Background: an optimization exercise with open tools, aiming at small area, a short achievable clock period and few clock cycles. Do not read the settings as production practice. RTL that was checked went through simulation tests only; none was proved equivalent to the original. For runs 2 to 5, only the layout was checked, not whether the RTL still works. Power and IR drop assume default switching activity.

### flow/constraint.sdc
create_clock -name core_clock -period 4.5 [get_ports {clk}]
set_input_delay 0.9000 -clock core_clock [delete_from_list [all_inputs] [get_ports {clk}]]
set_output_delay 0.9000 -clock core_clock [all_outputs]
set_load 0.01 [all_outputs]
### flow/config.mk
export PLATFORM = sky130hd
export DESIGN_NAME = lidar_scan_packet_deframer
export DESIGN_NICKNAME = lidar_scan_packet_deframer
export VERILOG_FILES = /design/flow/design.v
export SDC_FILE = /design/flow/constraint.sdc
export NUM_CORES = 4
export LEC_CHECK = 0
export CAP_MARGIN = 20
export CORE_MARGIN = 2
export CORE_UTILIZATION = 40
export SLEW_MARGIN = 20
### flow/run.sh
#!/bin/bash
# synth_recipe.tcl (not shown) runs the flow's synth.tcl, then flattens the netlist and writes it again
# the make line also repeats each setting of config.mk as NAME=value (left out here)
make -C /OpenROAD-flow-scripts/flow DESIGN_CONFIG=/design/flow/config.mk WORK_HOME=/design/flow/orfs CLKGATE_MAP_FILE= SYNTH_SCRIPT=/design/flow/synth_recipe.tcl finish
### flow/design.v
package lspd_pkg;
  localparam int MAX_SAMPLES = 40;
  localparam int CNT_W       = 7;
  localparam int SAMPLE_AW   = (MAX_SAMPLES > 1) ? $clog2(MAX_SAMPLES) : 1;
  localparam int NUM_W       = 6;
  localparam logic [7:0]       HDR0_BYTE      = 8'hAA;
  localparam logic [7:0]       HDR1_BYTE      = 8'h55;
  localparam logic [7:0]       TYPE_MAX       = 8'h01;
  localparam logic [7:0]       ZERO_PKT_COUNT = 8'h01;
  localparam logic [15:0]      XOR_SEED       = 16'h55AA;
  localparam logic [CNT_W-1:0] LIMIT_RESET    = CNT_W'(40);
  localparam logic [CNT_W-1:0] MAX_LIMIT      = CNT_W'(MAX_SAMPLES);
  localparam logic [7:0]       TALLY_SAT      = 8'd254;
  localparam logic [7:0]       TALLY_NEVER    = 8'd255;
  typedef enum logic [2:0] {
    ST_SAMPLE     = 3'd0,
    ST_BAD_HEADER = 3'd1,
    ST_BAD_TYPE   = 3'd2,
    ST_ZERO_COUNT = 3'd3,
    ST_BAD_COUNT  = 3'd4,
    ST_ANGLE_BIT  = 3'd5,
    ST_CHECKSUM   = 3'd6
  } status_t;
  typedef struct packed {
    logic    hold;
    logic    xor_word;
    logic    set_count;
    logic    set_first;
    logic    set_final;
    logic    store;
    logic    restart;
    logic    err_load;
    status_t err_code;
    logic    good;
    logic    drain_read;
    logic    drain_load;
  } ctrl_cmd_t;
  typedef struct packed {
    logic is_hdr0;
    logic is_hdr1;
    logic type_ok;
    logic angle_lsb;
    logic kind_bad;
    logic range_bad;
    logic last_sample;
    logic xor_ok;
    logic drain_last;
    logic out_busy;
  } dp_status_t;
endpackage
import lspd_pkg::*;
module lspd_regs
(
  input  logic             clk,
  input  logic             rst,
  input  logic             psel,
  input  logic             penable,
  input  logic             pwrite,
  input  logic [2:0]       paddr,
  input  logic [31:0]      pwdata,
  output logic [31:0]      prdata,
  output logic             pready,
  output logic [lspd_pkg::CNT_W-1:0] sample_limit
);
  localparam logic REG_SAMPLE_LIMIT = 1'b0;
  logic wr_en;
  assign pready = 1'b1;
  assign wr_en  = psel && penable && pwrite && pready && (paddr[2] == REG_SAMPLE_LIMIT);
  always_ff @(posedge clk) begin
    if (rst) begin
      sample_limit <= LIMIT_RESET;
    end else if (wr_en) begin
      sample_limit <= pwdata[CNT_W-1:0];
    end
  end
  always_comb begin
    prdata = '0;
    if (paddr[2] == REG_SAMPLE_LIMIT) begin
      prdata = {{(32-CNT_W){1'b0}}, sample_limit};
    end
  end
endmodule
import lspd_pkg::*;
module lidar_scan_packet_deframer
(
  input  logic        clk,
  input  logic        rst,
  input  logic        s_tvalid,
  output logic        s_tready,
  input  logic [7:0]  s_tdata,
  output logic        m_tvalid,
  input  logic        m_tready,
  output logic [63:0] m_tdata,
  output logic [2:0]  m_tuser,
  output logic        m_tlast,
  input  logic        psel,
  input  logic        penable,
  input  logic        pwrite,
  input  logic [2:0]  paddr,
  input  logic [31:0] pwdata,
  output logic [31:0] prdata,
  output logic        pready
);
  localparam int DEPTH = 40;
  logic [CNT_W-1:0] sample_limit;
  lspd_regs u_regs (
    .clk          (clk),
    .rst          (rst),
    .psel         (psel),
    .penable      (penable),
    .pwrite       (pwrite),
    .paddr        (paddr),
    .pwdata       (pwdata),
    .prdata       (prdata),
    .pready       (pready),
    .sample_limit (sample_limit)
  );
  function automatic logic [5:0] inc40(input logic [5:0] p);
    inc40 = (p == 6'd39) ? 6'd0 : p + 6'd1;
  endfunction
  logic       rdy;
  logic       h_v, k_v;
  logic [7:0] h_b, k_b;
  logic       accept;
  logic       go;
  logic       stall;
  assign s_tready = rdy;
  assign accept   = s_tvalid && rdy;
  assign go       = h_v && !stall;
  always_ff @(posedge clk) begin
    if (rst) begin
      h_v <= 1'b0;
      k_v <= 1'b0;
      rdy <= 1'b1;
    end else begin
      if (!h_v || go) begin
        if (k_v) begin
          h_v <= 1'b1;
          k_v <= accept;
          rdy <= !accept;
        end else begin
          h_v <= accept;
          rdy <= 1'b1;
        end
      end else if (accept) begin
        k_v <= 1'b1;
        rdy <= 1'b0;
      end
    end
  end
  always_ff @(posedge clk) begin
    if (!h_v || go) h_b <= k_v ? k_b : s_tdata;
    if (accept && (k_v || (h_v && !go))) k_b <= s_tdata;
  end
  localparam logic [3:0] S_HDR0 = 4'd0, S_HDR1 = 4'd1, S_TYPE = 4'd2,
                         S_COUNT = 4'd3, S_SA_LO = 4'd4, S_SA_HI = 4'd5,
                         S_EA_LO = 4'd6, S_EA_HI = 4'd7, S_CK_LO = 4'd8,
                         S_CK_HI = 4'd9, S_SMP_LO = 4'd10, S_SMP_HI = 4'd11;
  logic [3:0]  st, st_nx;
  logic [7:0]  held;
  logic [15:0] xsum;
  logic [5:0]  p_c;        
  logic        p_t;
  logic [14:0] p_sa, p_ea;
  logic [5:0]  rem;        
  logic [15:0] word;
  logic [15:0] xor_upd;
  logic        err;
  logic [2:0]  code;
  logic        last;
  logic        good;
  logic [6:0]  eff_limit;
  logic [15:0] mem [0:DEPTH-1];
  logic [5:0]  wp, cp, rd;
  logic [5:0]  used;       
  logic [5:0]  ncomm;      
  logic        full;
  logic        busy;
  assign word      = {h_b, held};
  assign xor_upd   = xsum ^ word;
  assign eff_limit = (sample_limit > 7'd40) ? 7'd40 : sample_limit;
  assign last      = (rem == 6'd1);
  assign full      = (used == 6'd40);
  assign stall     = full || ((st == S_SMP_HI) && last && busy);
  always_comb begin
    st_nx = st;
    err   = 1'b0;
    code  = 3'd0;
    good  = 1'b0;
    case (st)
      S_HDR0:  if (h_b == 8'hAA) st_nx = S_HDR1; else begin err = 1'b1; code = 3'd1; end
      S_HDR1:  if (h_b == 8'h55) st_nx = S_TYPE; else begin err = 1'b1; code = 3'd1; end
      S_TYPE:  if (h_b <= 8'h01) st_nx = S_COUNT; else begin err = 1'b1; code = 3'd2; end
      S_COUNT: begin
        if (held[0] && (h_b != 8'h01)) begin err = 1'b1; code = 3'd3; end
        else if ((h_b == 8'd0) || (h_b > {1'b0, eff_limit})) begin err = 1'b1; code = 3'd4; end
        else st_nx = S_SA_LO;
      end
      S_SA_LO: if (h_b[0]) st_nx = S_SA_HI; else begin err = 1'b1; code = 3'd5; end
      S_SA_HI: st_nx = S_EA_LO;
      S_EA_LO: if (h_b[0]) st_nx = S_EA_HI; else begin err = 1'b1; code = 3'd5; end
      S_EA_HI: st_nx = S_CK_LO;
      S_CK_LO: st_nx = S_CK_HI;
      S_CK_HI: st_nx = S_SMP_LO;
      S_SMP_LO: st_nx = S_SMP_HI;
      S_SMP_HI: begin
        if (!last) st_nx = S_SMP_LO;
        else if (xor_upd == 16'd0) begin good = 1'b1; st_nx = S_HDR0; end
        else begin err = 1'b1; code = 3'd6; end
      end
      default: st_nx = S_HDR0;
    endcase
    if (err) st_nx = S_HDR0;
  end
  logic wr_smp;
  assign wr_smp = go && (st == S_SMP_HI) && !err;
  always_ff @(posedge clk) begin
    if (rst) begin
      st <= S_HDR0;
    end else if (go) begin
      st <= st_nx;
    end
  end
  always_ff @(posedge clk) begin
    if (go) begin
      held <= h_b;
      case (st)
        S_HDR0: xsum <= XOR_SEED;
        S_COUNT, S_SA_HI, S_EA_HI, S_CK_HI, S_SMP_HI: xsum <= xor_upd;
        default: ;
      endcase
      if (st == S_COUNT) begin
        p_c <= h_b[5:0];
        p_t <= held[0];
        rem <= h_b[5:0];
      end
      if (st == S_SMP_HI) rem <= rem - 6'd1;
      if (st == S_SA_HI) p_sa <= word[15:1];
      if (st == S_EA_HI) p_ea <= word[15:1];
    end
  end
  logic        pkt_pend;   
  logic        pkt_act;    
  logic [5:0]  pstart;
  logic [14:0] d_sa, d_ea;
  logic        d_t;
  logic [5:0]  d_c;
  logic [5:0]  r_i;
  logic        out_err;
  logic [2:0]  out_code;
  logic [15:0] out_dist;
  logic [5:0]  out_i;
  logic        out_last;
  logic [7:0]  ftally;
  logic        can_rd, ld, rd_smp, rd_last;
  logic [5:0]  idx;
  logic [15:0] rd_word;
  assign busy    = pkt_pend || pkt_act || (m_tvalid && !out_err);
  assign can_rd  = (ncomm != 6'd0);
  assign ld      = can_rd && (!m_tvalid || m_tready);
  assign rd_smp  = pkt_act || (pkt_pend && (rd == pstart));
  assign idx     = pkt_act ? r_i : 6'd0;
  assign rd_last = (idx == d_c - 6'd1);
  assign rd_word = mem[rd];
  always_ff @(posedge clk) begin
    if (rst) begin
      wp    <= '0;
      cp    <= '0;
      rd    <= '0;
      used  <= '0;
      ncomm <= '0;
    end else begin
      if (ld) rd <= inc40(rd);
      if (go && err) begin
        cp    <= inc40(cp);
        wp    <= inc40(cp);
        used  <= ncomm + 6'd1 - {5'd0, ld};
        ncomm <= ncomm + 6'd1 - {5'd0, ld};
      end else if (wr_smp) begin
        wp   <= inc40(wp);
        used <= used + 6'd1 - {5'd0, ld};
        if (good) begin
          cp    <= inc40(wp);
          ncomm <= ncomm + p_c - {5'd0, ld};
        end else begin
          ncomm <= ncomm - {5'd0, ld};
        end
      end else begin
        used  <= used - {5'd0, ld};
        ncomm <= ncomm - {5'd0, ld};
      end
    end
  end
  always_ff @(posedge clk) begin
    if (go && err) mem[cp] <= {13'd0, code};
    else if (wr_smp) mem[wp] <= word;
  end
  always_ff @(posedge clk) begin
    if (rst) begin
      pkt_pend <= 1'b0;
      pkt_act  <= 1'b0;
      m_tvalid <= 1'b0;
      ftally   <= 8'd255;
    end else begin
      if (ld) begin
        m_tvalid <= 1'b1;
        if (rd_smp) begin
          pkt_pend <= 1'b0;
          pkt_act  <= !rd_last;
          ftally   <= 8'd0;
        end else begin
          if (ftally < 8'd254) ftally <= ftally + 8'd1;
        end
      end else if (m_tready) begin
        m_tvalid <= 1'b0;
      end
      if (go && good) pkt_pend <= 1'b1;
    end
  end
  always_ff @(posedge clk) begin
    if (go && good) begin
      pstart <= cp;
      d_sa   <= p_sa;
      d_ea   <= p_ea;
      d_t    <= p_t;
      d_c    <= p_c;
    end
    if (ld) begin
      r_i      <= idx + 6'd1;
      out_err  <= !rd_smp;
      out_code <= rd_smp ? 3'd0 : rd_word[2:0];
      out_dist <= rd_smp ? rd_word : 16'd0;
      out_i    <= rd_smp ? idx : 6'd0;
      out_last <= !rd_smp || rd_last;
    end
  end
  assign m_tdata = {3'b000,
                    ftally & {8{out_err}},
                    d_t & !out_err,
                    d_ea & {15{!out_err}},
                    d_sa & {15{!out_err}},
                    out_i,
                    out_dist};
  assign m_tuser = out_code;
  assign m_tlast = out_last;
endmodule
==> flow_metrics.env, run 1 <==
export IMPL_fin_ws_ps=535
export IMPL_io_buffers=96
export IMPL_crit_required_ps=4840
export IMPL_synth_seq_cells=860
export IMPL_final_min_clock_period_ps=3970
export IMPL_drt_pass1_iterations=6
export IMPL_syn_avg_cell_area_sq_um=18.2
export IMPL_area_growth_pct=15.7
export IMPL_rsz0062_at_grt="no"
export IMPL_worstHoldPathType="flop to flop"
export IMPL_clk_path_buf_depth=3
export IMPL_cts_resized=0
export IMPL_grt_pass1_vias=18600
export IMPL_async_flop_share_pct=0
export IMPL_rows=108
export IMPL_seqCellArea_sq_um=25200
export IMPL_viasPerCell=5.44
export IMPL_tightest_slew_ps=966
export IMPL_powerDensity_nw_per_um2=502
export IMPL_drcViolationCount=0
export IMPL_die_w_um=301
export IMPL_endpoint_kind="flop"
export IMPL_crit_top_cell="a21oi_1"
export IMPL_peakVddDrop_mv=0.324
export IMPL_ant_nets=0
export IMPL_path_clk_slew_ps=60
export IMPL_detailed_place_hpwl_um=48500
export IMPL_worstPathCellList="o31ai_1 -> nand2b_1 -> a21oi_1 -> nand2_1 -> ha_1 -> nor2b_1 -> o211ai_1 -> a211o_1 -> a31o_2 -> a21oi_2 -> a21oi_1 -> nor2_1 -> buf_12"
export IMPL_grt_pass1_wl_um=119000
export IMPL_synth_edf_count=799
export IMPL_start_kind="flop"
export IMPL_initial_core_util_pct=40.5
export IMPL_fin_tns_setup_ps=0
export IMPL_clkSinkCount=860
export IMPL_wire_per_inst_um=23.7
export IMPL_ys_seq_area_share_pct=71.4
export IMPL_grt_antenna_before_repair=0
export IMPL_fill_cells=7314
export IMPL_post_cts_buffers=0
export IMPL_max_freq_ghz=0.252
export IMPL_setup_viol=0
export IMPL_drv_slew=0
export IMPL_slew_headroom_pct=35.5
export IMPL_post_route_period_util_pct=88.1
export IMPL_cts_buffers=87
export IMPL_cts_root_buffer_cell="clkbuf_16"
export IMPL_grtUsageTotal_pct=17.7
export IMPL_worst_path_max_fanout=13
export IMPL_syn_cell_area_sq_um=35300
export IMPL_status="complete, no violations"
export IMPL_multi_input_area_sq_um=9410
export IMPL_overflow=0
export IMPL_fp_dieH_um=301
export IMPL_cts_hold_buf=0
export IMPL_cts_htree_levels=3
export IMPL_core_area_sq_um=87200
export IMPL_worst_path_buf_inv=1
export IMPL_cp_slowest_cell="a21oi_2"
export IMPL_grt_max_degree=45
export IMPL_critical_path_class="flop to flop"
export IMPL_layout_drive_gt1_share_pct=21.1
export IMPL_fp_dieArea_sq_um=90700
export IMPL_fin_skew_ps=24.2
export IMPL_synth_ff_type="edfxtp_1"
export IMPL_routabilityCongestion=0.810
export IMPL_arrival_ps=4300
export IMPL_finalHoldViolCount=0
export IMPL_critPathTopFamily="compound AO/OA/AOI/OAI gates"
export IMPL_drt_initial_drc_count=1638
export IMPL_maxCapViolations=0
export IMPL_fin_nets=2230
export IMPL_synth_cell_types=75
export IMPL_p_leak_nw=14.2
export IMPL_wl_um=79800
export IMPL_yosys_warnings=2
export IMPL_dp_slack_ps=568
export IMPL_slowest_delay_ps=480
export IMPL_syn_inst=1945
export IMPL_tritoncts="done"
export IMPL_post_route_util_pct=46.9
export IMPL_io_pins=153
export IMPL_clk_latency_ps=640
export IMPL_vias=18300
-- metrics by stage --
step	instances	cell area [sq um]	power [mW]	hold slack, ps
after detailed placement	3197	38100	13.6	407
final	3359	40900	20.5	415
after floorplan	1973	35400	12.3	400
after global routing	3358	40900	21.4	419
after global placement	3197	38100	13.6	404
after CTS	3358	40900	20.7	419
-- sequential cells by signal (all words and copies together) (netlist names), 6 cells and up, named ones only --
register,count
cp,6
d_c,6
d_ea,15
d_sa,15
ftally,8
h_b,8
held,8
k_b,8
mem,640
ncomm,6
out_dist,16
out_i,6
p_c,6
p_ea,15
p_sa,15
pstart,6
r_i,6
rd,6
rem,6
u_regs.sample_limit,7
used,6
wp,6
xsum,16
-- logic make-up (layout without fill, tap and decap cells) --
logic type	count (synthesis)	after routing	synth area share [%]
other cells	2	31	0.0213
compound gates	164	164	3.34
xor+xnor	70	70	1.74
buf+inv	172	402	2.32
simple gates	386	386	5.68
fa+ha+maj	49	49	1.76
flops	860	860	71.4
mux	242	242	13.7
-- routing by layer --
| layer | share of wire, % | routed length [um] | up-vias | global-route usage [%] |
|---|---|---|---|---|
| met5 | 0 | 0 | - | 0 |
| met4 | 2.2 | 1770 | 0 | 4.42 |
| met3 | 5.6 | 4480 | 119 | 2.56 |
| met2 | 47 | 37400 | 575 | 28.0 |
| met1 | 45 | 36100 | 9548 | 26.1 |
| li1 | - | - | 8015 | - |
-- layout make-up --
cell class              instances  share of cell area (%)
clock buffers                 116                    5.80
diodes                          1                 0.00612
repair buffers                192                    4.41
well taps                    1155                    3.54
clock inverters                45                    1.04
inverters                      49                   0.450
multi-input cells             941                    23.0
flip-flops and latches        860                    61.7
-- cells in the final DEF (no fill, tap or decap), drive strengths merged, types with 4 or more instances in the layout --
cell type      count
and4               4
clkdlybuf4s50     95
o211ai            10
a31oi             17
mux2              19
o21ai             17
clkinv            31
nor2             112
mux2i             31
nor2b             57
dfxtp             61
ha                48
edfxtp           799
and3               9
a211oi            33
mux4             192
nand2             76
clkinvlp           5
a211o              5
xor2              19
clkbuf           116
nor3b              4
nand3             20
inv               52
nand4             16
nand4b             4
nor3              19
or3                4
nand3b             4
and2              26
a21oi             44
xnor2             51
nand2b            10
buf               97
nor4b              4
nor4               6
conb              30
bufinv             6
a21o              11
-- path summary, 6_finish.rpt --
kind                                                     startpoint  slack, ps               endpoint  cells after the start
worst max-delay path            u_regs.sample_limit[0]$_SDFFE_PP0P_        530  mem[23][10]$_DFFE_PP_                     13
worst min-delay path                             p_sa[14]$_DFFE_PP_        420     d_sa[14]$_DFFE_PP_                      0
worst max register to register  u_regs.sample_limit[0]$_SDFFE_PP0P_        530  mem[23][10]$_DFFE_PP_                     13
worst min register to register                   p_sa[14]$_DFFE_PP_        420     d_sa[14]$_DFFE_PP_                      0
-- where the power goes --
| part | internal (mW) | leakage, nW | switching (mW) | total (mW) |
|---|---|---|---|---|
| Sequential | 8.99 | 8.83 | 0.352 | 9.34 |
| Combinational | 2.03 | 4.05 | 2.05 | 4.07 |
| Clock | 4.07 | 1.35 | 3.02 | 7.09 |
-- cells in the mapped netlist, types with 33 or more instances --
master	number	area share, %
a211oi_1	33	0.70
a21oi_1	40	0.57
buf_4	34	0.72
clkbuf_1	55	0.58
dfxtp_1	61	3.5
edfxtp_1	799	68
ha_1	48	1.7
inv_1	47	0.50
mux4_2	192	12
nand2_1	76	0.81
nor2_1	112	1.2
nor2b_1	57	1.0
xnor2_1	51	1.3
Testbench counts, summed over its fixed seeds: cycles 18,747.
==> inputs of run 2 (changes only) <==
--- a/flow/design.v
+++ b/flow/design.v
@@ -60,7 +60,8 @@
   input  logic [31:0]      pwdata,
   output logic [31:0]      prdata,
   output logic             pready,
-  output logic [lspd_pkg::CNT_W-1:0] sample_limit
+  output logic [lspd_pkg::CNT_W-1:0] sample_limit,
+  output logic [5:0]       count_max      
 );
   localparam logic REG_SAMPLE_LIMIT = 1'b0;
   logic wr_en;
@@ -69,8 +70,10 @@
   always_ff @(posedge clk) begin
     if (rst) begin
       sample_limit <= LIMIT_RESET;
+      count_max    <= 6'd40;
     end else if (wr_en) begin
       sample_limit <= pwdata[CNT_W-1:0];
+      count_max    <= (pwdata[CNT_W-1:0] > MAX_LIMIT) ? 6'd40 : pwdata[5:0];
     end
   end
   always_comb begin
@@ -103,6 +106,7 @@
 );
   localparam int DEPTH = 40;
   logic [CNT_W-1:0] sample_limit;
+  logic [5:0]       count_max;
   lspd_regs u_regs (
     .clk          (clk),
     .rst          (rst),
@@ -113,7 +117,8 @@
     .pwdata       (pwdata),
     .prdata       (prdata),
     .pready       (pready),
-    .sample_limit (sample_limit)
+    .sample_limit (sample_limit),
+    .count_max    (count_max)
   );
   function automatic logic [5:0] inc40(input logic [5:0] p);
     inc40 = (p == 6'd39) ? 6'd0 : p + 6'd1;
@@ -169,19 +174,17 @@
   logic [2:0]  code;
   logic        last;
   logic        good;
-  logic [6:0]  eff_limit;
   logic [15:0] mem [0:DEPTH-1];
   logic [5:0]  wp, cp, rd;
   logic [5:0]  used;       
   logic [5:0]  ncomm;      
   logic        full;
-  logic        busy;
+  logic        cm_pend;
   assign word      = {h_b, held};
   assign xor_upd   = xsum ^ word;
-  assign eff_limit = (sample_limit > 7'd40) ? 7'd40 : sample_limit;
   assign last      = (rem == 6'd1);
   assign full      = (used == 6'd40);
-  assign stall     = full || ((st == S_SMP_HI) && last && busy);
+  assign stall     = full || ((st == S_COUNT) && cm_pend);
   always_comb begin
     st_nx = st;
     err   = 1'b0;
@@ -193,7 +196,7 @@
       S_TYPE:  if (h_b <= 8'h01) st_nx = S_COUNT; else begin err = 1'b1; code = 3'd2; end
       S_COUNT: begin
         if (held[0] && (h_b != 8'h01)) begin err = 1'b1; code = 3'd3; end
-        else if ((h_b == 8'd0) || (h_b > {1'b0, eff_limit})) begin err = 1'b1; code = 3'd4; end
+        else if ((h_b == 8'd0) || (h_b > {2'b0, count_max})) begin err = 1'b1; code = 3'd4; end
         else st_nx = S_SA_LO;
       end
       S_SA_LO: if (h_b[0]) st_nx = S_SA_HI; else begin err = 1'b1; code = 3'd5; end
@@ -239,98 +242,104 @@
       if (st == S_EA_HI) p_ea <= word[15:1];
     end
   end
-  logic        pkt_pend;   
+  logic [5:0]  pp_start;   
   logic        pkt_act;    
-  logic [5:0]  pstart;
   logic [14:0] d_sa, d_ea;
   logic        d_t;
-  logic [5:0]  d_c;
   logic [5:0]  r_i;
+  logic [5:0]  r_left;     
   logic        out_err;
   logic [2:0]  out_code;
   logic [15:0] out_dist;
   logic [5:0]  out_i;
   logic        out_last;
   logic [7:0]  ftally;
-  logic        can_rd, ld, rd_smp, rd_last;
-  logic [5:0]  idx;
+  logic        w_en;
+  logic [5:0]  w_addr;
+  logic [15:0] w_data;
+  logic [5:0]  w_cnt;      
+  logic        can_rd, ld, rd_first, rd_smp, rd_last;
   logic [15:0] rd_word;
-  assign busy    = pkt_pend || pkt_act || (m_tvalid && !out_err);
-  assign can_rd  = (ncomm != 6'd0);
-  assign ld      = can_rd && (!m_tvalid || m_tready);
-  assign rd_smp  = pkt_act || (pkt_pend && (rd == pstart));
-  assign idx     = pkt_act ? r_i : 6'd0;
-  assign rd_last = (idx == d_c - 6'd1);
-  assign rd_word = mem[rd];
+  assign can_rd   = (ncomm != 6'd0);
+  assign ld       = can_rd && (!m_tvalid || m_tready);
+  assign rd_first = !pkt_act && cm_pend && (rd == pp_start);
+  assign rd_smp   = pkt_act || rd_first;
+  assign rd_last  = pkt_act ? (r_left == 6'd1) : (p_c == 6'd1);
+  assign rd_word  = mem[rd];
+  logic ckerr;
+  assign ckerr = (st == S_SMP_HI) && err;
   always_ff @(posedge clk) begin
     if (rst) begin
       wp    <= '0;
       cp    <= '0;
-      rd    <= '0;
       used  <= '0;
-      ncomm <= '0;
+      w_en  <= 1'b0;
+      w_cnt <= '0;
     end else begin
-      if (ld) rd <= inc40(rd);
+      w_en   <= go && (err || (st == S_SMP_HI));
+      w_cnt  <= !go ? 6'd0 : err ? 6'd1 : good ? p_c : 6'd0;
       if (go && err) begin
-        cp    <= inc40(cp);
-        wp    <= inc40(cp);
-        used  <= ncomm + 6'd1 - {5'd0, ld};
-        ncomm <= ncomm + 6'd1 - {5'd0, ld};
+        cp   <= inc40(cp);
+        wp   <= inc40(cp);
+        used <= (ckerr ? used + 6'd2 - p_c : used + 6'd1) - {5'd0, ld};
       end else if (wr_smp) begin
         wp   <= inc40(wp);
         used <= used + 6'd1 - {5'd0, ld};
-        if (good) begin
-          cp    <= inc40(wp);
-          ncomm <= ncomm + p_c - {5'd0, ld};
-        end else begin
-          ncomm <= ncomm - {5'd0, ld};
-        end
+        if (good) cp <= inc40(wp);
       end else begin
-        used  <= used - {5'd0, ld};
-        ncomm <= ncomm - {5'd0, ld};
+        used <= used - {5'd0, ld};
       end
     end
   end
   always_ff @(posedge clk) begin
-    if (go && err) mem[cp] <= {13'd0, code};
-    else if (wr_smp) mem[wp] <= word;
+    if (go) begin
+      w_addr <= err ? cp : wp;
+      w_data <= err ? {13'd0, code} : word;
+    end
+    if (go && good) pp_start <= cp;
+  end
+  always_ff @(posedge clk) begin
+    if (w_en) mem[w_addr] <= w_data;
   end
   always_ff @(posedge clk) begin
     if (rst) begin
-      pkt_pend <= 1'b0;
+      rd       <= '0;
+      ncomm    <= '0;
+      cm_pend  <= 1'b0;
       pkt_act  <= 1'b0;
       m_tvalid <= 1'b0;
       ftally   <= 8'd255;
     end else begin
+      if (ld) rd <= inc40(rd);
+      ncomm <= ncomm + w_cnt - {5'd0, ld};
       if (ld) begin
         m_tvalid <= 1'b1;
         if (rd_smp) begin
-          pkt_pend <= 1'b0;
-          pkt_act  <= !rd_last;
-          ftally   <= 8'd0;
+          pkt_act <= !rd_last;
+          ftally  <= 8'd0;
         end else begin
           if (ftally < 8'd254) ftally <= ftally + 8'd1;
         end
       end else if (m_tready) begin
         m_tvalid <= 1'b0;
       end
-      if (go && good) pkt_pend <= 1'b1;
+      if (go && good) cm_pend <= 1'b1;
+      else if (ld && rd_first) cm_pend <= 1'b0;
     end
   end
   always_ff @(posedge clk) begin
-    if (go && good) begin
-      pstart <= cp;
-      d_sa   <= p_sa;
-      d_ea   <= p_ea;
-      d_t    <= p_t;
-      d_c    <= p_c;
+    if (ld && rd_first) begin
+      d_sa <= p_sa;
+      d_ea <= p_ea;
+      d_t  <= p_t;
     end
     if (ld) begin
-      r_i      <= idx + 6'd1;
+      r_i      <= pkt_act ? r_i + 6'd1 : 6'd1;
+      r_left   <= (pkt_act ? r_left : p_c) - 6'd1;
       out_err  <= !rd_smp;
       out_code <= rd_smp ? 3'd0 : rd_word[2:0];
       out_dist <= rd_smp ? rd_word : 16'd0;
-      out_i    <= rd_smp ? idx : 6'd0;
+      out_i    <= pkt_act ? r_i : 6'd0;
       out_last <= !rd_smp || rd_last;
     end
   end
==> run 2 against run 1 <==
  * Still clean
  * Via count fell by 1.6%
  * Register-to-register slack better by 420 ps
  * Design area rose by 1.9%
  * Area after synthesis rose by 1.5%
  * Maximum frequency up 12%
  * Sequential share of layout area up 1.1 points
  * Count of clock-buffer cells in the layout grew 2
  * Sequential power rose by 4.1%
  * Core utilization rose by 0.093 points
  * Die area rose by 1.5%
  * Synthesized cell count is 1.1% higher
  * Global-route usage down 0.75 points
  * Largest power group unchanged
  * Highest routed layer is now met5
==> flow_metrics.env, run 2 <==
export IMPL_drcViolationCount=0
export IMPL_clk_latency_ps=650
export IMPL_core_area_sq_um=88600
export IMPL_synth_cell_types=72
export IMPL_finish_instance_area_sq_um=41600
export IMPL_grt_pass1_vias=18500
export IMPL_fin_ws_ps=951
export IMPL_final_common_cell="edfxtp_1"
export IMPL_dp_cells=3210
export IMPL_largest_reg_flops=640
export IMPL_powerDensity_nw_per_um2=526
export IMPL_ys_seq_area_share_pct=72.9
export IMPL_syn_cell_area_sq_um=35900
export IMPL_start_kind="flop"
export IMPL_synth_edf_count=821
export IMPL_fill_cells=7444
export IMPL_worst_path_buf_inv=0
export IMPL_hold_end="d_sa[5]$_DFFE_PP_"
export IMPL_die_w_um=303
export IMPL_worstPathCellList="ha_1 -> nor2b_1 -> o211ai_1 -> a21o_1 -> a41o_1 -> a21oi_2 -> o22ai_1 -> ha_1 -> ha_1 -> and2_1 -> a21o_1 -> a21oi_1"
export IMPL_drt_initial_drc_count=1396
export IMPL_setup_viol=0
export IMPL_final_cell_count_no_fill=3383
export IMPL_yosys_warnings=2
export IMPL_slowest_delay_ps=630
export IMPL_async_flop_share_pct=0
export IMPL_rows=109
export IMPL_post_cts_buffers=0
export IMPL_finalHoldViolCount=0
export IMPL_overflow=0
export IMPL_drv_slew=0
export IMPL_routabilityCongestion=0.806
export IMPL_status="complete, no violations"
export IMPL_endpoint_kind="flop"
export IMPL_area_growth_pct=16.2
export IMPL_critPathTopFamily="compound AO/OA/AOI/OAI gates"
export IMPL_clk_path_buf_depth=3
export IMPL_dpl_cell_area_sq_um=38400
export IMPL_min_path_cells=0
export IMPL_io_buffers=96
export IMPL_syn_avg_cell_area_sq_um=18.2
export IMPL_path_clk_slew_ps=60
export IMPL_clkSinkCount=895
export IMPL_synth_seq_cells=895
export IMPL_ant_nets=0
export IMPL_grt_antenna_before_repair=2
export IMPL_cts_hold_buf=0
export IMPL_post_route_util_pct=47.0
export IMPL_synth_most_common_cell="edfxtp_1"
export IMPL_insertedDiodeCount=0
export IMPL_detailed_place_hpwl_um=47500
export IMPL_wl_um=77500
export IMPL_critical_path_class="flop to flop"
export IMPL_layout_common_cells="edfxtp_1, mux4_2, nor2_1, clkdlybuf4s50_1, clkbuf_16"
export IMPL_r2r_slack_ps=950
export IMPL_final_min_clock_period_ps=3550
export IMPL_fin_nets=2232
export IMPL_cts_htree_levels=3
export IMPL_crit_top_cell="ha_1"
export IMPL_dp_slack_ps=806
export IMPL_r2r_start="h_b[1]$_DFFE_PP_"
export IMPL_synth_ff_type="edfxtp_1"
export IMPL_fp_dieH_um=303
export IMPL_maxCapViolations=0
export IMPL_syn_inst=1966
export IMPL_synth_top_area_share_pct=68.8
export IMPL_wire_per_inst_um=22.9
export IMPL_io_pins=153
export IMPL_initial_core_util_pct=40.4
export IMPL_synth_area_leaders="edfxtp_1, mux4_2, dfxtp_1"
export IMPL_tightest_slew_ps=995
export IMPL_reg2regPathDepth=12
export IMPL_fp_dieArea_sq_um=92000
export IMPL_tritoncts="done"
export IMPL_p_leak_nw=13.4
export IMPL_max_freq_ghz=0.282
export IMPL_vias=18000
export IMPL_viasPerCell=5.31
export IMPL_synth_common_cells="edfxtp_1, mux4_2, nor2_1, nand2_1, dfxtp_1"
export IMPL_worstHoldPathType="flop to flop"
export IMPL_rsz0062_at_grt="no"
export IMPL_grtUsageTotal_pct=17.0
export IMPL_drt_pass1_iterations=5
export IMPL_p_total_mw=21.9
export IMPL_crit_required_ps=5080
export IMPL_fin_skew_ps=33.7
export IMPL_synth_top_area_cell="edfxtp_1"
export IMPL_slew_headroom_pct=33.6
export IMPL_worst_path_max_fanout=12
export IMPL_layout_drive_gt1_share_pct=20.2
export IMPL_peakVddDrop_mv=0.270
export IMPL_cts_root_buffer_cell="clkbuf_16"
export IMPL_hold_path_startpoint="p_sa[5]$_DFFE_PP_"
export IMPL_regMostFlops="mem"
export IMPL_grt_pass1_wl_um=116000
export IMPL_cts_buffers=93
export IMPL_cp_slowest_cell="edfxtp_1"
export IMPL_fin_tns_setup_ps=0
export IMPL_post_route_period_util_pct=78.9
export IMPL_timing_hold_ws_ps=414
export IMPL_cts_resized=0
export IMPL_grt_max_degree=100
export IMPL_regToRegEndpoint="used[4]$_SDFF_PP0_"
export IMPL_arrival_ps=4130
==> run 2: changes by cell type after synthesis, moves of 12 or more <==
cell,previous run,this run
nor2_1,112,128
xnor2_1,51,39
a21oi_1,40,28
edfxtp_1,799,821
nand3_1,20,32
dfxtp_1,61,74
==> run 2: cell families after synthesis <==
family                     Yosys count  share of synthesized area [%]
AOI/OAI and AO/OA                  136                           2.67
xor gates and xnor gates            63                           1.54
adders and majority gates           41                           1.47
buffers and inverters              176                           2.30
DFF                                895                           72.9
muxes                              234                           13.3
other                                2                         0.0209
and+or+nand+nor                    419                           5.82
==> run 2: how the worst max path moves through the flow <==
stage	from	depth (start not counted)	slack [ps]	endpoint
detailed placement	m_tready	7	810	d_ea[14]$_DFFE_PP_
CTS	h_b[1]$_DFFE_PP_	12	960	used[4]$_SDFF_PP0_
floorplan	m_tready	13	320	ncomm[4]$_SDFF_PP0_
finish	h_b[1]$_DFFE_PP_	12	950	used[4]$_SDFF_PP0_
global route	st[0]$_SDFFE_PP0P_	10	660	used[4]$_SDFF_PP0_
global placement	m_tready	7	840	d_ea[11]$_DFFE_PP_
==> run 2: report_power, final <==
| part | total, mW | switching (mW) | internal (mW) |
|---|---|---|---|
| Combinational | 4.21 | 2.06 | 2.15 |
| Clock | 7.97 | 3.20 | 4.78 |
| Sequential | 9.72 | 0.354 | 9.37 |
==> run 2: worst reg2reg max path, delay by kind of cell, from the launching register on <==
family	cells	cell delay, ps
AND/OR/NAND/NOR	2	300
adder cells (fa/ha/maj)	3	860
flip-flops	1	630
AO/OA/AOI/OAI	7	1700
==> run 2: layout make-up <==
| type | count | area [sq um] | share of cell area (%) |
|---|---|---|---|
| timing repair buffer | 174 | 1610 | 3.87 |
| tap | 1165 | 1460 | 3.50 |
| multi-input combinational | 922 | 9030 | 21.7 |
| clock inverter | 54 | 716 | 1.72 |
| inverter | 55 | 206 | 0.496 |
| clock buffer | 118 | 2470 | 5.94 |
| sequential | 895 | 26100 | 62.8 |
==> run 2: routing by layer <==
layer  routed length (um)  global-route usage [%]  vias to the layer above
met3                 4130                    2.74                      107
li1                     -                       -                     7993
met4                 2250                    5.82                        2
met5                   16                       0                        -
met2                37700                    27.9                      511
met1                33400                    23.1                     9345
==> inputs of run 3 (changes only) <==
--- a/flow/config.mk
+++ b/flow/config.mk
@@ -5,6 +5,7 @@
 export SDC_FILE = /design/flow/constraint.sdc
 export NUM_CORES = 4
 export LEC_CHECK = 0
+export ABC_AREA = 1
 export CAP_MARGIN = 20
 export CORE_MARGIN = 2
 export CORE_UTILIZATION = 40
==> run 3 against run 2 <==
  * Highest routed layer unchanged
  * Die area increased by 2.1%
  * Sequential cell count unchanged
  * Still clean on timing, DRC and antenna
  * Cell count increased by 31%
  * Global-route usage increased by 2.3 points
  * Clock power decreased by 9.7%
  * Sequential share of layout area decreased by 0.52 points
  * Count of clock-buffer cells in the layout decreased by 15
  * Non-clock buffer count increased by 14
  * Critical path type unchanged
  * Sequential power about the same
  * Critical path depth increased by 7
  * Hold slack got worse by 1.3 ps
==> flow_metrics.env, run 3 <==
export IMPL_status="complete, no violations"
export IMPL_peakVddDrop_mv=0.364
export IMPL_post_route_period_util_pct=76.7
export IMPL_post_cts_buffers=0
export IMPL_dp_cells=4262
export IMPL_final_min_clock_period_ps=3450
export IMPL_drt_pass1_iterations=5
export IMPL_finish_instance_area_sq_um=42000
export IMPL_largest_reg_flops=640
export IMPL_fin_skew_ps=20.7
export IMPL_synth_most_common_cell="edfxtp_1"
export IMPL_wire_per_inst_um=20.7
export IMPL_area_growth_pct=14.6
export IMPL_power_frac_comb_pct=22.3
export IMPL_p_seq_share_pct=44.6
export IMPL_worstHoldPathType="flop to flop"
export IMPL_rsz0062_at_grt="no"
export IMPL_critical_path_class="flop to flop"
export IMPL_regToRegEndpoint="used[2]$_SDFF_PP0_"
export IMPL_final_cell_count_no_fill=4424
export IMPL_yosys_warnings=2
export IMPL_r2r_start="h_b[1]$_DFFE_PP_"
export IMPL_p_leak_nw=14.7
export IMPL_synth_ff_type="edfxtp_1"
export IMPL_endpoint_kind="flop"
export IMPL_io_buffers=96
export IMPL_cts_root_buffer_cell="clkbuf_16"
export IMPL_swShare_pct=30.6
export IMPL_drv_slew=0
export IMPL_grt_antenna_before_repair=1
export IMPL_cts_buffers=86
export IMPL_viasPerCell=5.32
export IMPL_grt_max_degree=193
export IMPL_tritoncts="done"
export IMPL_overflow=0
export IMPL_tightest_slew_ps=1030
export IMPL_clk_latency_ps=630
export IMPL_io_pins=153
export IMPL_reg2regPathDepth=19
export IMPL_synth_edf_count=821
export IMPL_layout_drive_gt1_share_pct=8.96
export IMPL_cts_htree_levels=3
export IMPL_drt_initial_drc_count=2063
export IMPL_timing_hold_ws_ps=413
export IMPL_wl_um=91500
export IMPL_arrival_ps=4000
export IMPL_core_area_sq_um=90400
export IMPL_grt_pass1_wl_um=137000
export IMPL_final_common_cell="edfxtp_1"
export IMPL_ys_seq_area_share_pct=71.4
export IMPL_synth_seq_cells=895
export IMPL_seqCellArea_sq_um=26100
export IMPL_power_frac_clock_pct=33.1
export IMPL_cts_resized=0
export IMPL_detailed_place_hpwl_um=54100
export IMPL_drcViolationCount=0
export IMPL_synth_common_cells="edfxtp_1, nor2_1, o21ai_0, nand2_1, inv_1"
export IMPL_clk_path_buf_depth=3
export IMPL_fin_nets=3265
export IMPL_grtUsageTotal_pct=19.3
export IMPL_synthMuxAreaShare_pct=0.0547
export IMPL_rows=110
export IMPL_fp_dieArea_sq_um=94000
export IMPL_start_kind="flop"
export IMPL_ant_nets=0
export IMPL_synth_compound_area_share_pct=11.6
export IMPL_cts_hold_buf=0
export IMPL_die_w_um=307
export IMPL_dp_slack_ps=950
export IMPL_routabilityCongestion=0.833
export IMPL_syn_inst=3061
export IMPL_synth_top_area_cell="edfxtp_1"
export IMPL_initial_core_util_pct=40.5
export IMPL_synth_top_area_share_pct=67.3
export IMPL_synth_area_leaders="edfxtp_1, o21ai_0, nor2_1"
export IMPL_p_int_mw=15.1
export IMPL_synth_cell_types=56
export IMPL_syn_cell_area_sq_um=36600
export IMPL_fp_dieH_um=307
export IMPL_dpl_cell_area_sq_um=39200
export IMPL_synth_top_family_by_area="compound AO/OA/AOI/OAI gates"
export IMPL_fill_cells=8016
export IMPL_max_freq_ghz=0.290
export IMPL_maxCapViolations=0
export IMPL_layout_common_cells="edfxtp_1, nor2_1, o21ai_0, nand2_1, inv_1"
export IMPL_fin_ws_ps=1050
export IMPL_finalHoldViolCount=0
export IMPL_regMostFlops="mem"
export IMPL_synth_xor_area_share_pct=0.693
export IMPL_fin_tns_setup_ps=0
export IMPL_clkSinkCount=895
export IMPL_syn_avg_cell_area_sq_um=12.0
export IMPL_crit_required_ps=5050
export IMPL_min_path_cells=0
export IMPL_async_flop_share_pct=0
export IMPL_hold_end="d_sa[6]$_DFFE_PP_"
export IMPL_path_clk_slew_ps=60
export IMPL_hold_path_startpoint="p_sa[6]$_DFFE_PP_"
export IMPL_p_switching_mw=6.67
export IMPL_grt_pass1_vias=22400
export IMPL_vias=23600
export IMPL_multi_input_area_sq_um=8980
export IMPL_slew_headroom_pct=31.5
export IMPL_r2r_slack_ps=1050
export IMPL_worst_path_max_fanout=18
export IMPL_setup_viol=0
export IMPL_synth_fa_ha_area_share_pct=1.44
export IMPL_powerDensity_nw_per_um2=519
export IMPL_yosys_area_share_simple_pct=10.3
[run 3: metal layers]
layer	vias up	global-route usage, %	routed length, um
li1	11100	-	-
met1	11600	25.0	38200
met2	693	32.9	45000
met3	139	2.77	5270
met4	2	7.17	3050
met5	-	0	13
[run 3: power by group through the flow]
stage | Clock, mW | Combinational (mW) | Sequential, mW
floorplan | 0 | 3.05 | 9.87
global placement | 0 | 4.81 | 9.90
detailed placement | 0 | 4.84 | 9.90
CTS | 7.33 | 4.86 | 9.72
global route | 7.65 | 5.38 | 9.75
finish | 7.20 | 4.86 | 9.72
[run 3: metrics by stage]
| stage | total power, mW | utilization, % |
|---|---|---|
| global route | 22.8 | 46.4 |
| CTS | 21.9 | 46.4 |
| detailed placement | 14.7 | 43.3 |
| finish | 21.8 | 46.4 |
| global placement | 14.7 | 43.3 |
| floorplan | 12.9 | - |
[run 3: area by class of cell]
type                    count  share of cell area [%]
flip-flops and latches    895                    62.3
multi-input cells        1786                    21.4
clock buffers             103                    5.55
repair buffers            188                    4.14
well taps                1176                    3.50
inverters                 217                    1.96
clock inverters            58                    1.19
diodes                      1                 0.00596
[run 3: cell families (layout without fill, tap and decap cells)]
family                   Yosys count  in the layout
adder cells (fa/ha/maj)           41             41
buffers and inverters            407            566
AND/OR/NAND/NOR                  926            926
AO/OA/AOI/OAI                    759            759
flip-flops                       895            895
other                              2             30
XOR/XNOR                          29             29
multiplexers                       2              2
[run 3: worst max path at each step]
| stage | startpoint | end | slack, ps | cells after the start |
|---|---|---|---|---|
| after global placement | m_tready | ftally[4]$_SDFFE_PP1P_ | 960 | 13 |
| after floorplan | m_tready | ncomm[4]$_SDFF_PP0_ | 910 | 13 |
| after detailed placement | m_tready | ftally[4]$_SDFFE_PP1P_ | 950 | 13 |
| after global routing | h_b[1]$_DFFE_PP_ | used[2]$_SDFF_PP0_ | 810 | 19 |
| after CTS | h_b[1]$_DFFE_PP_ | used[2]$_SDFF_PP0_ | 1030 | 19 |
| final | h_b[1]$_DFFE_PP_ | used[2]$_SDFF_PP0_ | 1050 | 19 |
[run 3: worst max-delay path: stages (launching register included)]
cell and delay, ps:
edfxtp_1 770, ha_1 370, nand2_1 70, nand2_1 40, nand2_1 50, nand2_1 50, nand2_1 50, nand2_1 40
nand2_1 80, nand2_1 50, nand2_1 140, nand3_4 250, nand2_4 280, o21ai_0 130, a21oi_1 130, a21oi_1 90
ha_1 200, ha_1 220, or2_1 230, a21oi_1 110
==> inputs of run 4 (changes only) <==
--- a/flow/config.mk
+++ b/flow/config.mk
@@ -5,8 +5,9 @@
 export SDC_FILE = /design/flow/constraint.sdc
 export NUM_CORES = 4
 export LEC_CHECK = 0
-export ABC_AREA = 1
+export ABC_CLOCK_PERIOD_IN_PS = 2500
 export CAP_MARGIN = 20
 export CORE_MARGIN = 2
 export CORE_UTILIZATION = 40
+export SETUP_SLACK_MARGIN = 1.5
 export SLEW_MARGIN = 20
==> run 4 against run 3 <==
  * Largest power group unchanged
  * Die area fell by 2.1%
  * Largest cell class unchanged
  * Global-route usage fell by 2.0 points
  * Count of clock-buffer cells in the layout rose by 13
  * Hold slack improved by 1.8 ps
  * Critical path type is now flop to primary output
  * Routed wire length fell by 14%
  * Still clean on timing, DRC and antenna
==> flow_metrics.env, run 4 <==
export IMPL_powerDensity_nw_per_um2=518
export IMPL_largest_reg_flops=640
export IMPL_cts_root_buffer_cell="clkbuf_16"
export IMPL_tightest_slew_ps=1010
export IMPL_final_common_cell="edfxtp_1"
export IMPL_synth_most_common_cell="edfxtp_1"
export IMPL_post_route_period_util_pct=65.5
export IMPL_cts_buffers=94
export IMPL_grt_max_degree=66
export IMPL_synth_cell_types=72
export IMPL_grtUsageTotal_pct=17.3
export IMPL_grt_pass1_wl_um=118000
export IMPL_p_leak_nw=13.5
export IMPL_syn_avg_cell_area_sq_um=18.2
export IMPL_wl_um=79000
export IMPL_routabilityCongestion=0.797
export IMPL_start_kind="flop"
export IMPL_endpoint_kind="primary output"
export IMPL_ant_nets=0
export IMPL_fin_skew_ps=41.0
export IMPL_drv_slew=0
export IMPL_worst_path_max_fanout=39
export IMPL_ys_seq_area_share_pct=72.9
export IMPL_io_buffers=96
export IMPL_area_growth_pct=17.1
export IMPL_die_w_um=303
export IMPL_clkSinkCount=895
export IMPL_syn_inst=1966
export IMPL_drt_pass1_iterations=5
export IMPL_vias=18100
export IMPL_peakVddDrop_mv=0.353
export IMPL_regMostFlops="mem"
export IMPL_insertedDiodeCount=0
export IMPL_core_area_sq_um=88600
export IMPL_post_route_util_pct=47.3
export IMPL_grt_pass1_vias=18600
export IMPL_tritoncts="done"
export IMPL_rows=109
export IMPL_setup_viol=0
export IMPL_layout_drive_gt1_share_pct=22.2
export IMPL_fp_dieArea_sq_um=92000
export IMPL_synth_top_area_cell="edfxtp_1"
export IMPL_wire_per_inst_um=23.1
export IMPL_critical_path_class="flop to primary output"
export IMPL_yosys_warnings=2
export IMPL_clk_path_buf_depth=3
export IMPL_synth_common_cells="edfxtp_1, mux4_2, nor2_1, nand2_1, dfxtp_1"
export IMPL_rsz0062_at_grt="yes"
export IMPL_synth_ff_type="edfxtp_1"
export IMPL_final_cell_count_no_fill=3414
export IMPL_crit_required_ps=3600
export IMPL_finalHoldViolCount=0
export IMPL_r2r_slack_ps=1560
export IMPL_viasPerCell=5.31
export IMPL_syn_cell_area_sq_um=35900
export IMPL_initial_core_util_pct=40.4
export IMPL_cts_hold_buf=0
export IMPL_slew_headroom_pct=32.5
export IMPL_clk_latency_ps=660
export IMPL_synth_area_leaders="edfxtp_1, mux4_2, dfxtp_1"
export IMPL_max_freq_ghz=0.340
export IMPL_io_pins=153
export IMPL_synth_edf_count=821
export IMPL_dp_cells=3207
export IMPL_layout_common_cells="edfxtp_1, mux4_2, nor2_1, clkbuf_16, buf_4"
export IMPL_maxCapViolations=0
export IMPL_detailed_place_hpwl_um=47500
export IMPL_path_clk_slew_ps=60
export IMPL_status="complete, no violations"
export IMPL_synth_seq_cells=895
export IMPL_fin_tns_setup_ps=0
export IMPL_drcViolationCount=0
export IMPL_grt_antenna_before_repair=1
export IMPL_worstHoldPathType="flop to flop"
export IMPL_fin_nets=2260
export IMPL_fp_dieH_um=303
export IMPL_synth_top_area_share_pct=68.8
export IMPL_final_min_clock_period_ps=2950
export IMPL_drt_initial_drc_count=1670
export IMPL_overflow=0
export IMPL_cts_htree_levels=3
export IMPL_arrival_ps=2050
export IMPL_async_flop_share_pct=0
[run 4: path summary, 6_finish.rpt]
path | from | end | depth (start not counted)
worst max-delay path | out_err$_DFFE_PP_ | m_tdata[40] | 3
worst min-delay path | p_ea[0]$_DFFE_PP_ | d_ea[0]$_DFFE_PP_ | 0
worst max register to register | flop | out_dist[15]$_SDFFCE_PP0P_ | 6
worst min register to register | p_ea[0]$_DFFE_PP_ | d_ea[0]$_DFFE_PP_ | 0
[run 4: cell families (layout without fill, tap and decap cells)]
logic type                 after synthesis  in the layout  synth area share [%]
and+or+nand+nor                        419            419                  5.82
AOI/OAI and AO/OA                      136            136                  2.67
xor gates and xnor gates                63             63                  1.54
buffers and inverters                  176            432                  2.30
muxes                                  234            234                  13.3
adders and majority gates               41             41                  1.47
other                                    2             29                0.0209
DFF                                    895            895                  72.9
[run 4: metal layers]
layer | GRT usage (%) | part of all wire [%] | vias to the layer above
met1 | 23.7 | 43 | 9470
met3 | 2.63 | 4.7 | 112
met4 | 4.80 | 2.2 | 0
met2 | 28.9 | 50 | 497
li1 | - | - | 8062
met5 | 0 | 0 | -
[run 4: metrics by stage]
| stage | total power, mW | setup WS (ps) | hold WS [ps] | area [sq um] |
|---|---|---|---|---|
| 3_3_place_gp | 14.1 | 984 | 405 | 38400 |
| 3_5_place_dp | 14.2 | 935 | 405 | 38400 |
| 2_1_floorplan | 12.8 | 1530 | 400 | 36000 |
| 5_1_grt | 22.7 | 1360 | 422 | 42000 |
| 4_1_cts | 22.0 | 1450 | 419 | 41800 |
| 6_report | 21.7 | 1550 | 415 | 42000 |
[run 4: area by class of cell]
cell class | instances | area, sq um
fillers | 7429 | 46700
inverters | 55 | 210
multi-input cells | 922 | 9190
repair buffers | 201 | 1920
well taps | 1165 | 1460
clock inverters | 60 | 569
clock buffers | 116 | 2480
flip-flops and latches | 895 | 26200
[run 4: critical path, stage by stage (launching register included)]
cell	delay, ps
edfxtp_1	410
buf_12	200
nor2b_1	180
clkdlybuf4s50_1	570
[run 4: power breakdown]
part	total, mW	switching [mW]	internal [mW]
registers	9.64	0.273	9.37
logic	4.52	2.24	2.28
clock network	7.58	3.23	4.35
[run 4: repair_timing]
item	in CTS	in global routing
resized for setup	23	20
pin swaps	3	3
setup buffers	20	10
endpoints found under the setup margin	114	54
cloned	1	0
==> inputs of run 5 (changes only) <==
--- a/flow/design.v
+++ b/flow/design.v
@@ -153,8 +153,18 @@
       end
     end
   end
-  always_ff @(posedge clk) begin
-    if (!h_v || go) h_b <= k_v ? k_b : s_tdata;
+  logic [7:0] n_b;
+  logic       h_aa, h_55, h_le1, h_eq1, h_cok;
+  assign n_b = k_v ? k_b : s_tdata;
+  always_ff @(posedge clk) begin
+    if (!h_v || go) begin
+      h_b   <= n_b;
+      h_aa  <= (n_b == 8'hAA);
+      h_55  <= (n_b == 8'h55);
+      h_le1 <= (n_b[7:1] == 7'd0);
+      h_eq1 <= (n_b == 8'h01);
+      h_cok <= (n_b != 8'd0) && (n_b[7:6] == 2'b00) && (n_b[5:0] <= count_max);
+    end
     if (accept && (k_v || (h_v && !go))) k_b <= s_tdata;
   end
   localparam logic [3:0] S_HDR0 = 4'd0, S_HDR1 = 4'd1, S_TYPE = 4'd2,
@@ -174,9 +184,11 @@
   logic [2:0]  code;
   logic        last;
   logic        good;
+  logic        lo_ok;      
   logic [15:0] mem [0:DEPTH-1];
   logic [5:0]  wp, cp, rd;
   logic [5:0]  used;       
+  logic [5:0]  ubase;      
   logic [5:0]  ncomm;      
   logic        full;
   logic        cm_pend;
@@ -191,12 +203,12 @@
     code  = 3'd0;
     good  = 1'b0;
     case (st)
-      S_HDR0:  if (h_b == 8'hAA) st_nx = S_HDR1; else begin err = 1'b1; code = 3'd1; end
-      S_HDR1:  if (h_b == 8'h55) st_nx = S_TYPE; else begin err = 1'b1; code = 3'd1; end
-      S_TYPE:  if (h_b <= 8'h01) st_nx = S_COUNT; else begin err = 1'b1; code = 3'd2; end
+      S_HDR0:  if (h_aa) st_nx = S_HDR1; else begin err = 1'b1; code = 3'd1; end
+      S_HDR1:  if (h_55) st_nx = S_TYPE; else begin err = 1'b1; code = 3'd1; end
+      S_TYPE:  if (h_le1) st_nx = S_COUNT; else begin err = 1'b1; code = 3'd2; end
       S_COUNT: begin
-        if (held[0] && (h_b != 8'h01)) begin err = 1'b1; code = 3'd3; end
-        else if ((h_b == 8'd0) || (h_b > {2'b0, count_max})) begin err = 1'b1; code = 3'd4; end
+        if (held[0] && !h_eq1) begin err = 1'b1; code = 3'd3; end
+        else if (!h_cok) begin err = 1'b1; code = 3'd4; end
         else st_nx = S_SA_LO;
       end
       S_SA_LO: if (h_b[0]) st_nx = S_SA_HI; else begin err = 1'b1; code = 3'd5; end
@@ -208,7 +220,7 @@
       S_SMP_LO: st_nx = S_SMP_HI;
       S_SMP_HI: begin
         if (!last) st_nx = S_SMP_LO;
-        else if (xor_upd == 16'd0) begin good = 1'b1; st_nx = S_HDR0; end
+        else if (lo_ok && (h_b == xsum[15:8])) begin good = 1'b1; st_nx = S_HDR0; end
         else begin err = 1'b1; code = 3'd6; end
       end
       default: st_nx = S_HDR0;
@@ -238,6 +250,7 @@
         rem <= h_b[5:0];
       end
       if (st == S_SMP_HI) rem <= rem - 6'd1;
+      lo_ok <= (h_b == xsum[7:0]);
       if (st == S_SA_HI) p_sa <= word[15:1];
       if (st == S_EA_HI) p_ea <= word[15:1];
     end
@@ -260,34 +273,48 @@
   logic [5:0]  w_cnt;      
   logic        can_rd, ld, rd_first, rd_smp, rd_last;
   logic [15:0] rd_word;
-  assign can_rd   = (ncomm != 6'd0);
+  logic        nz;         
+  logic [5:0]  nsum;
+  assign nsum     = ncomm + w_cnt;
+  assign can_rd   = nz;
   assign ld       = can_rd && (!m_tvalid || m_tready);
   assign rd_first = !pkt_act && cm_pend && (rd == pp_start);
   assign rd_smp   = pkt_act || rd_first;
   assign rd_last  = pkt_act ? (r_left == 6'd1) : (p_c == 6'd1);
   assign rd_word  = mem[rd];
-  logic ckerr;
-  assign ckerr = (st == S_SMP_HI) && err;
+  logic [5:0] u_up, u_dn, ub_up, ub_dn;
+  assign u_up  = ld ? used : used + 6'd1;
+  assign u_dn  = ld ? used - 6'd1 : used;
+  assign ub_up = ld ? ubase : ubase + 6'd1;
+  assign ub_dn = ld ? ubase - 6'd1 : ubase;
   always_ff @(posedge clk) begin
     if (rst) begin
       wp    <= '0;
       cp    <= '0;
       used  <= '0;
+      ubase <= '0;
       w_en  <= 1'b0;
       w_cnt <= '0;
     end else begin
       w_en   <= go && (err || (st == S_SMP_HI));
       w_cnt  <= !go ? 6'd0 : err ? 6'd1 : good ? p_c : 6'd0;
       if (go && err) begin
-        cp   <= inc40(cp);
-        wp   <= inc40(cp);
-        used <= (ckerr ? used + 6'd2 - p_c : used + 6'd1) - {5'd0, ld};
+        cp    <= inc40(cp);
+        wp    <= inc40(cp);
+        used  <= ub_up;
+        ubase <= ub_up;
       end else if (wr_smp) begin
-        wp   <= inc40(wp);
-        used <= used + 6'd1 - {5'd0, ld};
-        if (good) cp <= inc40(wp);
+        wp    <= inc40(wp);
+        used  <= u_up;
+        if (good) begin
+          cp    <= inc40(wp);
+          ubase <= u_up;
+        end else begin
+          ubase <= ub_dn;
+        end
       end else begin
-        used <= used - {5'd0, ld};
+        used  <= u_dn;
+        ubase <= ub_dn;
       end
     end
   end
@@ -305,13 +332,15 @@
     if (rst) begin
       rd       <= '0;
       ncomm    <= '0;
+      nz       <= 1'b0;
       cm_pend  <= 1'b0;
       pkt_act  <= 1'b0;
       m_tvalid <= 1'b0;
       ftally   <= 8'd255;
     end else begin
       if (ld) rd <= inc40(rd);
-      ncomm <= ncomm + w_cnt - {5'd0, ld};
+      ncomm <= nsum - {5'd0, ld};
+      nz    <= ld ? (nsum > 6'd1) : (nsum != 6'd0);
       if (ld) begin
         m_tvalid <= 1'b1;
         if (rd_smp) begin
--- a/flow/config.mk
+++ b/flow/config.mk
@@ -5,9 +5,9 @@
 export SDC_FILE = /design/flow/constraint.sdc
 export NUM_CORES = 4
 export LEC_CHECK = 0
-export ABC_CLOCK_PERIOD_IN_PS = 2500
+export ABC_CLOCK_PERIOD_IN_PS = 2200
 export CAP_MARGIN = 20
 export CORE_MARGIN = 2
 export CORE_UTILIZATION = 40
-export SETUP_SLACK_MARGIN = 1.5
+export SETUP_SLACK_MARGIN = 2.0
 export SLEW_MARGIN = 20
==> run 5 against run 4 <==
  * Area after synthesis up 2.4%
  * Core utilization is 1.4 points higher
  * Largest power group unchanged
  * Clock power hardly changed
  * Combinational power increased by 5.3%
  * Non-clock buffer count increased by 86
  * Highest routed layer unchanged
  * Still clean
==> flow_metrics.env, run 5 <==
export IMPL_swShare_pct=26.1
export IMPL_crit_required_ps=4860
export IMPL_cts_hold_buf=0
export IMPL_synth_most_common_cell="edfxtp_1"
export IMPL_max_freq_ghz=0.377
export IMPL_slew_headroom_pct=31.8
export IMPL_grt_max_degree=52
export IMPL_syn_cell_area_sq_um=36700
export IMPL_fin_skew_ps=61.5
export IMPL_drv_slew=0
export IMPL_io_buffers=96
export IMPL_arrival_ps=3010
export IMPL_layout_common_cells="edfxtp_1, mux4_2, buf_4, nor2_1, nand2_1"
export IMPL_fp_dieH_um=307
export IMPL_maxCapViolations=0
export IMPL_rsz0062_at_grt="yes"
export IMPL_grt_antenna_before_repair=1
export IMPL_async_flop_share_pct=0
export IMPL_synth_compound_area_share_pct=4.42
export IMPL_core_area_sq_um=91400
export IMPL_synth_cell_types=75
export IMPL_powerDensity_nw_per_um2=494
export IMPL_start_kind="flop"
export IMPL_synthMuxAreaShare_pct=12.0
export IMPL_worst_path_max_fanout=5
export IMPL_p_int_mw=16.3
export IMPL_grt_pass1_wl_um=130000
export IMPL_clk_latency_ps=660
export IMPL_wire_per_inst_um=24.0
export IMPL_synth_xor_area_share_pct=1.91
export IMPL_path_clk_slew_ps=60
export IMPL_synth_top_area_cell="edfxtp_1"
export IMPL_final_common_cell="edfxtp_1"
export IMPL_syn_avg_cell_area_sq_um=17.3
export IMPL_ys_seq_area_share_pct=72.0
export IMPL_yosys_area_share_simple_pct=6.35
export IMPL_regMostFlops="mem"
export IMPL_detailed_place_hpwl_um=49500
export IMPL_fin_nets=2473
export IMPL_synth_edf_count=827
export IMPL_synth_seq_cells=908
export IMPL_synth_fa_ha_area_share_pct=0.940
export IMPL_setup_viol=0
export IMPL_power_frac_comb_pct=21.6
export IMPL_synth_area_leaders="edfxtp_1, mux4_2, dfxtp_1"
export IMPL_p_total_mw=22.0
export IMPL_post_route_period_util_pct=58.9
export IMPL_critical_path_class="flop to flop"
export IMPL_fp_dieArea_sq_um=94200
export IMPL_die_w_um=307
export IMPL_p_leak_nw=14.4
export IMPL_fin_tns_setup_ps=0
export IMPL_status="complete, no violations"
export IMPL_largest_reg_flops=640
export IMPL_clk_path_buf_depth=3
export IMPL_drcViolationCount=0
export IMPL_drt_pass1_iterations=6
export IMPL_finalHoldViolCount=0
export IMPL_synth_common_cells="edfxtp_1, mux4_2, nor2_1, nand2_1, dfxtp_1"
export IMPL_clkSinkCount=908
export IMPL_endpoint_kind="flop"
export IMPL_ant_nets=0
export IMPL_routabilityCongestion=0.841
export IMPL_worstHoldPathType="flop to flop"
export IMPL_synth_top_area_share_pct=67.6
export IMPL_synth_ff_type="edfxtp_1"
export IMPL_r2r_slack_ps=1850
export IMPL_p_seq_share_pct=44.0
export IMPL_p_switching_mw=5.74
export IMPL_cts_buffers=94
export IMPL_io_pins=153
export IMPL_tritoncts="done"
export IMPL_initial_core_util_pct=40.2
export IMPL_final_min_clock_period_ps=2650
export IMPL_synth_top_family_by_area="multiplexers"
export IMPL_fill_cells=7505
export IMPL_area_growth_pct=21.2
export IMPL_wl_um=87900
export IMPL_syn_inst=2126
export IMPL_viasPerCell=5.48
export IMPL_grt_pass1_vias=20500
export IMPL_grtUsageTotal_pct=18.5
export IMPL_drt_initial_drc_count=2038
export IMPL_vias=20000
export IMPL_peakVddDrop_mv=0.330
export IMPL_cts_htree_levels=3
export IMPL_power_frac_clock_pct=34.4
export IMPL_yosys_warnings=2
export IMPL_tightest_slew_ps=1020
export IMPL_layout_drive_gt1_share_pct=28.3
export IMPL_rows=111
export IMPL_cts_root_buffer_cell="clkbuf_16"
export IMPL_overflow=0
[run 5: cell types whose count changed after synthesis, moves of 18 or more]
cell	before	now
a211oi_1	29	75
a21oi_1	28	55
mux2i_1	30	56
mux4_2	192	166
o21ai_0	18	40
inv_1	53	34
nand2_1	87	105
[run 5: layer usage]
layer / up-vias / GRT usage, % / part of all wire (%)
met3: 124 / 2.46 / 5.4
met5: - / 0 / 0
met1: 10400 / 25.2 / 43
met4: 0 / 4.88 / 2.1
met2: 640 / 31.5 / 50
li1: 8829 / - / -
[run 5: final timing paths]
path,endpoint,from,cells past startpoint
worst max-delay path,out_dist[6]$_SDFFCE_PP0P_,flop,8
worst min-delay path,d_sa[8]$_DFFE_PP_,p_sa[8]$_DFFE_PP_,0
worst max register to register,out_dist[6]$_SDFFCE_PP0P_,flop,8
worst min register to register,d_sa[8]$_DFFE_PP_,p_sa[8]$_DFFE_PP_,0
[run 5: power groups by stage]
| stage | sequential [mW] | combinational [mW] | clock (mW) |
|---|---|---|---|
| after floorplan | 9.82 | 2.52 | 0 |
| after global placement | 9.91 | 3.42 | 0 |
| after detailed placement | 9.92 | 3.48 | 0 |
| after CTS | 9.69 | 4.48 | 7.71 |
| after global routing | 9.71 | 5.05 | 8.03 |
| final | 9.68 | 4.76 | 7.56 |
[run 5: kinds of logic (layout without fill, tap and decap cells)]
logic type	Yosys count	count (layout)
flip-flops	908	908
AND/OR/NAND/NOR	459	459
AO/OA/AOI/OAI	240	240
multiplexers	233	233
buffers and inverters	177	493
XOR/XNOR	80	80
adder cells (fa/ha/maj)	27	27
other	2	30
[run 5: stage by stage]
step                hold WS, ps  setup WS (ps)  cells  cell area, sq um  util (%)
floorplan                   400           1940   2153             37000         -
global placement            404           1140   3380             39400      43.1
detailed placement          405           1080   3381             39400      43.1
CTS                         418           1820   3615             43800      48.0
global route                424           1830   3655             44500      48.7
finish                      416           1850   3656             44500      48.7
[run 5: repair_timing]
action | 4_1_cts | 5_1_grt
gates cloned | 12 | 2
pin swaps | 34 | 42
resized for setup | 335 | 76
setup buffers | 53 | 38
setup endpoints to repair | 249 | 102
[run 5: final cells by class]
| class | count | area (sq um) | share of cell area, % |
|---|---|---|---|
| antenna | 1 | 2.50 | 0.00562 |
| clock buffer | 117 | 2480 | 5.57 |
| clock inverter | 52 | 539 | 1.21 |
| inverter | 36 | 156 | 0.351 |
| multi-input combinational | 1068 | 10400 | 23.5 |
| sequential | 908 | 26500 | 59.5 |
| tap | 1186 | 1480 | 3.33 |
| timing repair buffer | 287 | 2920 | 6.55 |
| timing repair inverter | 1 | 8.76 | 0.0197 |
[run 5: critical path, stage by stage (launching register included)]
cell,delay [ps]
dfxtp_4,360
buf_12,150
bufbuf_16,280
mux4_2,480
nor2b_1,150
a211oi_2,290
a21oi_1,130
a211oi_2,460
a211oi_2,70

afterwards: timing with drivers on the ports:
How much do the figures lean on ideal ports? The routed layouts below were timed once more, with nothing changed but the port constraints. Step 1 sets driving cells, clkbuf_16 on the clock port and buf_2 on the other inputs (assumed; they add their load-dependent delay and slew). Step 2 also shifts input and output timing later by t, the mid clock arrival at the registers, as if the neighbouring blocks saw the same clock. Three values: ideal ports, drivers, drivers and shift; two values: the first two.
run	t (ns)	setup slack, ns	pins driven straight from the clock port
run 1	0.691	0.535 / 0.535 / 0.535	1
run 2	0.697	0.951 / 0.951 / 0.864	1
run 3	0.681	1.048 / 1.048 / 0.949	1
run 4	0.702	1.555 / 1.492 / 1.239	1
run 5	0.692	1.851 / 1.839 / 1.451	1
After both steps setup and hold are still met in every run listed. For run 5, which loses most, drivers alone change the setup slack by -0.012 ns; drivers and shift together by -0.400 ns.
